From an optimization exercise on the open Yosys and OpenROAD flow, aimed at small area and a short achievable clock period; shortcuts taken in it are not production practice.
Only simulation tests tie the RTL to the original design; equivalence was not proved.
Power and IR drop assume default switching activity.

==> flow/design.v <==
package data_ram_bytelane_pkg;
    localparam int DEFAULT_DATA_BUS_WIDTH    = 16;
    localparam int DEFAULT_ADDRESS_BUS_WIDTH = 16;
    function automatic int clog2(input int unsigned value);
        int result;
        result = 0;
        for (int i = 0; i < 32; i++) begin
            if ((32'd1 << i) < value) begin
                result = i + 1;
            end
        end
        clog2 = result;
    endfunction
endpackage
module data_ram_bytelane_byte_array #(
    parameter int NUM_ENTRIES = 32
) (
    input  logic                      clk,
    input  logic [NUM_ENTRIES-1:0]    i_wr_en,
    input  logic [7:0]                i_wr_data,
    output logic [8*NUM_ENTRIES-1:0]  o_bytes
);
    logic [7:0] r_mem [NUM_ENTRIES];
    always_ff @(posedge clk) begin
        for (int k = 0; k < NUM_ENTRIES; k++) begin
            if (i_wr_en[k]) begin
                r_mem[k] <= i_wr_data;
            end
        end
    end
    always_comb begin
        for (int k = 0; k < NUM_ENTRIES; k++) begin
            o_bytes[8*k +: 8] = r_mem[k];
        end
    end
endmodule
module data_ram_bytelane_rd_grp (
    input  logic [63:0] i_bytes,
    input  logic [7:0]  i_sel,
    output logic [7:0]  o_byte
);
    always_comb begin
        o_byte = 8'h00;
        for (int k = 0; k < 8; k++) begin
            o_byte = o_byte | (i_bytes[8*k +: 8] & {8{i_sel[k]}});
        end
    end
endmodule
module data_ram_bytelane_rd_out (
    input  logic [31:0] i_grp_o,
    input  logic [31:0] i_grp_e,
    input  logic [3:0]  i_sel_o,
    input  logic [3:0]  i_sel_e,
    input  logic        i_hold,
    input  logic [7:0]  i_cur,
    output logic [7:0]  o_next
);
    always_comb begin
        o_next = i_cur & {8{i_hold}};
        for (int g = 0; g < 4; g++) begin
            o_next = o_next | (i_grp_o[8*g +: 8] & {8{i_sel_o[g]}})
                            | (i_grp_e[8*g +: 8] & {8{i_sel_e[g]}});
        end
    end
endmodule
module data_ram_bytelane_rd_sel (
    input  logic [15:0] i_addr,
    input  logic        i_req_valid,
    input  logic        i_ready,
    input  logic        i_clear_req,
    input  logic        i_rnw,
    output logic [7:0]  o_mem_o,
    output logic [7:0]  o_mem_e,
    output logic [3:0]  o_l0_o,
    output logic [3:0]  o_l0_e,
    output logic [3:0]  o_l1_o,
    output logic [3:0]  o_l1_e,
    output logic        o_hold
);
    logic       a0;
    logic       rd;
    logic [3:0] grp;
    logic [3:0] grp_e;
    logic       wrap;
    always_comb begin
        a0 = i_addr[0];
        rd = i_req_valid && i_ready && !i_clear_req && i_rnw
             && (i_addr[15:6] == 10'd0) && !(&i_addr[5:0]);
        for (int l = 0; l < 8; l++) o_mem_o[l] = (i_addr[3:1] == 3'(l));
        for (int h = 0; h < 4; h++) grp[h] = (i_addr[5:4] == 2'(h));
        o_mem_e = a0 ? {o_mem_o[6:0], o_mem_o[7]} : o_mem_o;
        wrap    = a0 && (i_addr[3:1] == 3'd7);
        grp_e   = wrap ? {grp[2:0], 1'b0} : grp;
        o_l0_o  = grp   & {4{rd &&  a0}};
        o_l0_e  = grp_e & {4{rd && !a0}};
        o_l1_o  = grp   & {4{rd && !a0}};
        o_l1_e  = grp_e & {4{rd &&  a0}};
        o_hold  = !rd;
    end
endmodule
module data_ram_bytelane_wr_dec (
    input  logic [15:0] i_addr,
    input  logic [1:0]  i_byte_en,
    input  logic        i_req_valid,
    input  logic        i_ready,
    input  logic        i_clear_req,
    input  logic        i_rnw,
    input  logic        i_busy,
    output logic [31:0] o_en_e,
    output logic [31:0] o_en_o
);
    logic        a0;
    logic        wr;
    logic        we_e_lo;
    logic        we_e_hi;
    logic        we_o;
    logic [3:0]  hi;
    logic [7:0]  lo;
    logic [31:0] dec;
    logic [31:0] dec_up;
    always_comb begin
        a0 = i_addr[0];
        wr = i_req_valid && i_ready && !i_clear_req && !i_rnw && (i_addr[15:6] == 10'd0);
        for (int h = 0; h < 4; h++) hi[h] = (i_addr[5:4] == 2'(h));
        for (int l = 0; l < 8; l++) lo[l] = (i_addr[3:1] == 3'(l));
        for (int k = 0; k < 32; k++) dec[k] = hi[k / 8] && lo[k % 8];
        dec_up  = {dec[30:0], 1'b0};
        we_e_lo = wr && !a0 && i_byte_en[0];
        we_e_hi = wr &&  a0 && i_byte_en[1];
        we_o    = wr && (a0 ? i_byte_en[0] : i_byte_en[1]);
        for (int k = 0; k < 32; k++) begin
            o_en_e[k] = i_busy || (dec[k] && we_e_lo) || (dec_up[k] && we_e_hi);
            o_en_o[k] = i_busy || (dec[k] && we_o && !((k == 31) && a0));
        end
    end
endmodule
module data_ram_bytelane #(
    parameter int DATA_BUS_WIDTH    = data_ram_bytelane_pkg::DEFAULT_DATA_BUS_WIDTH,
    parameter int ADDRESS_BUS_WIDTH = data_ram_bytelane_pkg::DEFAULT_ADDRESS_BUS_WIDTH,
    parameter int NUM_BYTES         = 64
) (
    input  logic                          clk,
    input  logic                          rst_n,
    input  logic                          clear_req,
    input  logic                          req_valid,
    output logic                          req_ready,
    input  logic                          read_not_write,
    input  logic [ADDRESS_BUS_WIDTH-1:0]  address,
    input  logic [DATA_BUS_WIDTH/8-1:0]   byte_en,
    input  logic [DATA_BUS_WIDTH-1:0]     write_data,
    output logic                          rsp_valid,
    output logic                          rsp_err,
    output logic [DATA_BUS_WIDTH-1:0]     read_data,
    output logic                          busy
);
    localparam int IDX_W = data_ram_bytelane_pkg::clog2(NUM_BYTES);
    localparam int HALF  = NUM_BYTES / 2;
    logic        r_busy;
    logic        r_ready;
    logic        r_rsp_valid;
    logic        r_rsp_err;
    logic [15:0] r_rd_data;
    logic        w_err;
    logic        w_accept;
    logic        w_a0;
    logic [HALF-1:0] w_en_e;
    logic [HALF-1:0] w_en_o;
    logic [7:0]  w_wd_e;
    logic [7:0]  w_wd_o;
    logic [8*HALF-1:0] w_bytes_e;
    logic [8*HALF-1:0] w_bytes_o;
    logic [7:0]  w_mem_o;
    logic [7:0]  w_mem_e;
    logic [3:0]  w_l0_o;
    logic [3:0]  w_l0_e;
    logic [3:0]  w_l1_o;
    logic [3:0]  w_l1_e;
    logic        w_hold;
    logic [31:0] w_grp_o;
    logic [31:0] w_grp_e;
    logic [15:0] w_rd_next;
    always_comb begin
        w_err    = (address[ADDRESS_BUS_WIDTH-1:IDX_W] != '0) || (&address[IDX_W-1:0]);
        w_accept = req_valid && r_ready && !clear_req;
        w_a0     = address[0];
        w_wd_e   = r_busy ? 8'h00 : (w_a0 ? write_data[15:8] : write_data[7:0]);
        w_wd_o   = r_busy ? 8'h00 : (w_a0 ? write_data[7:0]  : write_data[15:8]);
    end
    data_ram_bytelane_wr_dec u_wr_dec (
        .i_addr      (address),
        .i_byte_en   (byte_en),
        .i_req_valid (req_valid),
        .i_ready     (r_ready),
        .i_clear_req (clear_req),
        .i_rnw       (read_not_write),
        .i_busy      (r_busy),
        .o_en_e      (w_en_e),
        .o_en_o      (w_en_o)
    );
    data_ram_bytelane_byte_array #(
        .NUM_ENTRIES (HALF)
    ) u_even (
        .clk       (clk),
        .i_wr_en   (w_en_e),
        .i_wr_data (w_wd_e),
        .o_bytes   (w_bytes_e)
    );
    data_ram_bytelane_byte_array #(
        .NUM_ENTRIES (HALF)
    ) u_odd (
        .clk       (clk),
        .i_wr_en   (w_en_o),
        .i_wr_data (w_wd_o),
        .o_bytes   (w_bytes_o)
    );
    data_ram_bytelane_rd_sel u_rd_sel (
        .i_addr      (address),
        .i_req_valid (req_valid),
        .i_ready     (r_ready),
        .i_clear_req (clear_req),
        .i_rnw       (read_not_write),
        .o_mem_o (w_mem_o),
        .o_mem_e (w_mem_e),
        .o_l0_o  (w_l0_o),
        .o_l0_e  (w_l0_e),
        .o_l1_o  (w_l1_o),
        .o_l1_e  (w_l1_e),
        .o_hold  (w_hold)
    );
    for (genvar g = 0; g < 4; g++) begin : g_grp
        data_ram_bytelane_rd_grp u_grp_o (
            .i_bytes (w_bytes_o[64*g +: 64]),
            .i_sel   (w_mem_o),
            .o_byte  (w_grp_o[8*g +: 8])
        );
        data_ram_bytelane_rd_grp u_grp_e (
            .i_bytes (w_bytes_e[64*g +: 64]),
            .i_sel   (w_mem_e),
            .o_byte  (w_grp_e[8*g +: 8])
        );
    end
    data_ram_bytelane_rd_out u_out_l0 (
        .i_grp_o (w_grp_o),
        .i_grp_e (w_grp_e),
        .i_sel_o (w_l0_o),
        .i_sel_e (w_l0_e),
        .i_hold  (w_hold),
        .i_cur   (r_rd_data[7:0]),
        .o_next  (w_rd_next[7:0])
    );
    data_ram_bytelane_rd_out u_out_l1 (
        .i_grp_o (w_grp_o),
        .i_grp_e (w_grp_e),
        .i_sel_o (w_l1_o),
        .i_sel_e (w_l1_e),
        .i_hold  (w_hold),
        .i_cur   (r_rd_data[15:8]),
        .o_next  (w_rd_next[15:8])
    );
    always_ff @(posedge clk or negedge rst_n) begin
        if (!rst_n) begin
            r_busy      <= 1'b1;
            r_ready     <= 1'b0;
            r_rsp_valid <= 1'b0;
            r_rsp_err   <= 1'b0;
            r_rd_data   <= 16'h0000;
        end else begin
            r_busy      <= clear_req;
            r_ready     <= !clear_req;
            r_rsp_valid <= w_accept;
            r_rsp_err   <= w_accept && w_err;
            r_rd_data   <= w_rd_next;
        end
    end
    assign req_ready = r_ready;
    assign busy      = r_busy;
    assign rsp_valid = r_rsp_valid;
    assign rsp_err   = r_rsp_err;
    assign read_data = r_rd_data;
endmodule
make LEC_CHECK=0 CAP_MARGIN=20 CORE_MARGIN=2 CORE_UTILIZATION=60 CTS_CLUSTER_DIAMETER=100 CTS_CLUSTER_SIZE=20 PLACE_DENSITY=0.85 SETUP_SLACK_MARGIN=1.5 SLEW_MARGIN=20 SYNTH_HIERARCHICAL=1 finish   # period 4.0 ns
run.sh (not shown) runs the stock make flow with config.mk's settings and CLKGATE_MAP_FILE= SYNTH_SCRIPT=/design/flow/synth_recipe.tcl, a recipe that flattens the netlist after the stock synthesis.
The baseline passed the timing, DRC and antenna checks.
==> next run, changes <==
CORE_UTILIZATION = 50   (was 60)
CTS_CLUSTER_DIAMETER = unset   (was 100)
CTS_CLUSTER_SIZE = unset   (was 20)
PLACE_DENSITY = unset   (was 0.85)
=> Clock power increases by 58%. Die area climbs by 20%. Core utilization came out lower by 8.1 points. Cell count climbs by 6.4%.
==> next run, changes <==
CORE_UTILIZATION = 60   (was 50)
CTS_CLUSTER_DIAMETER = 100   (was unset)
CTS_CLUSTER_SIZE = 20   (was unset)
PLACE_DENSITY = 0.75   (was unset)
SETUP_SLACK_MARGIN = 1.3   (was 1.5)
Die area decreases by 16%. Clock-buffer cell count decreases by 11. Hold slack improves by 0.011 ns.

what the ideal ports hide:
In the flow no input, the clock included, has a driving cell. The finished layouts below were timed again as built, in two steps. Step 1 sets driving cells, clkbuf_16 on the clock port and buf_2 on the other inputs (assumed; they add their load-dependent delay and slew). Step 2 times the ports against the registers' clock, not the clock port: input delays grow and output delays shrink by t, the midpoint of the rising clock arrivals with the driver on. a / b / c = ideal / step 1 / step 2; a / b = the first two.
run | shift t [ns] | setup WS [ns] | worst register clock-pin slew, ns
the first run | 0.631 | 1.430 / 1.449 / 0.818 | 0.09 / 0.09
the second run | 0.654 | 1.532 / 1.483 / 0.884 | 0.07 / 0.07
the third run | 0.636 | 1.327 / 1.358 / 0.722 | 0.09 / 0.09
After both steps every run listed still meets setup and hold. The setup slack of the second run, which loses most, moves by -0.049 ns with the drivers and by -0.648 ns with both steps.
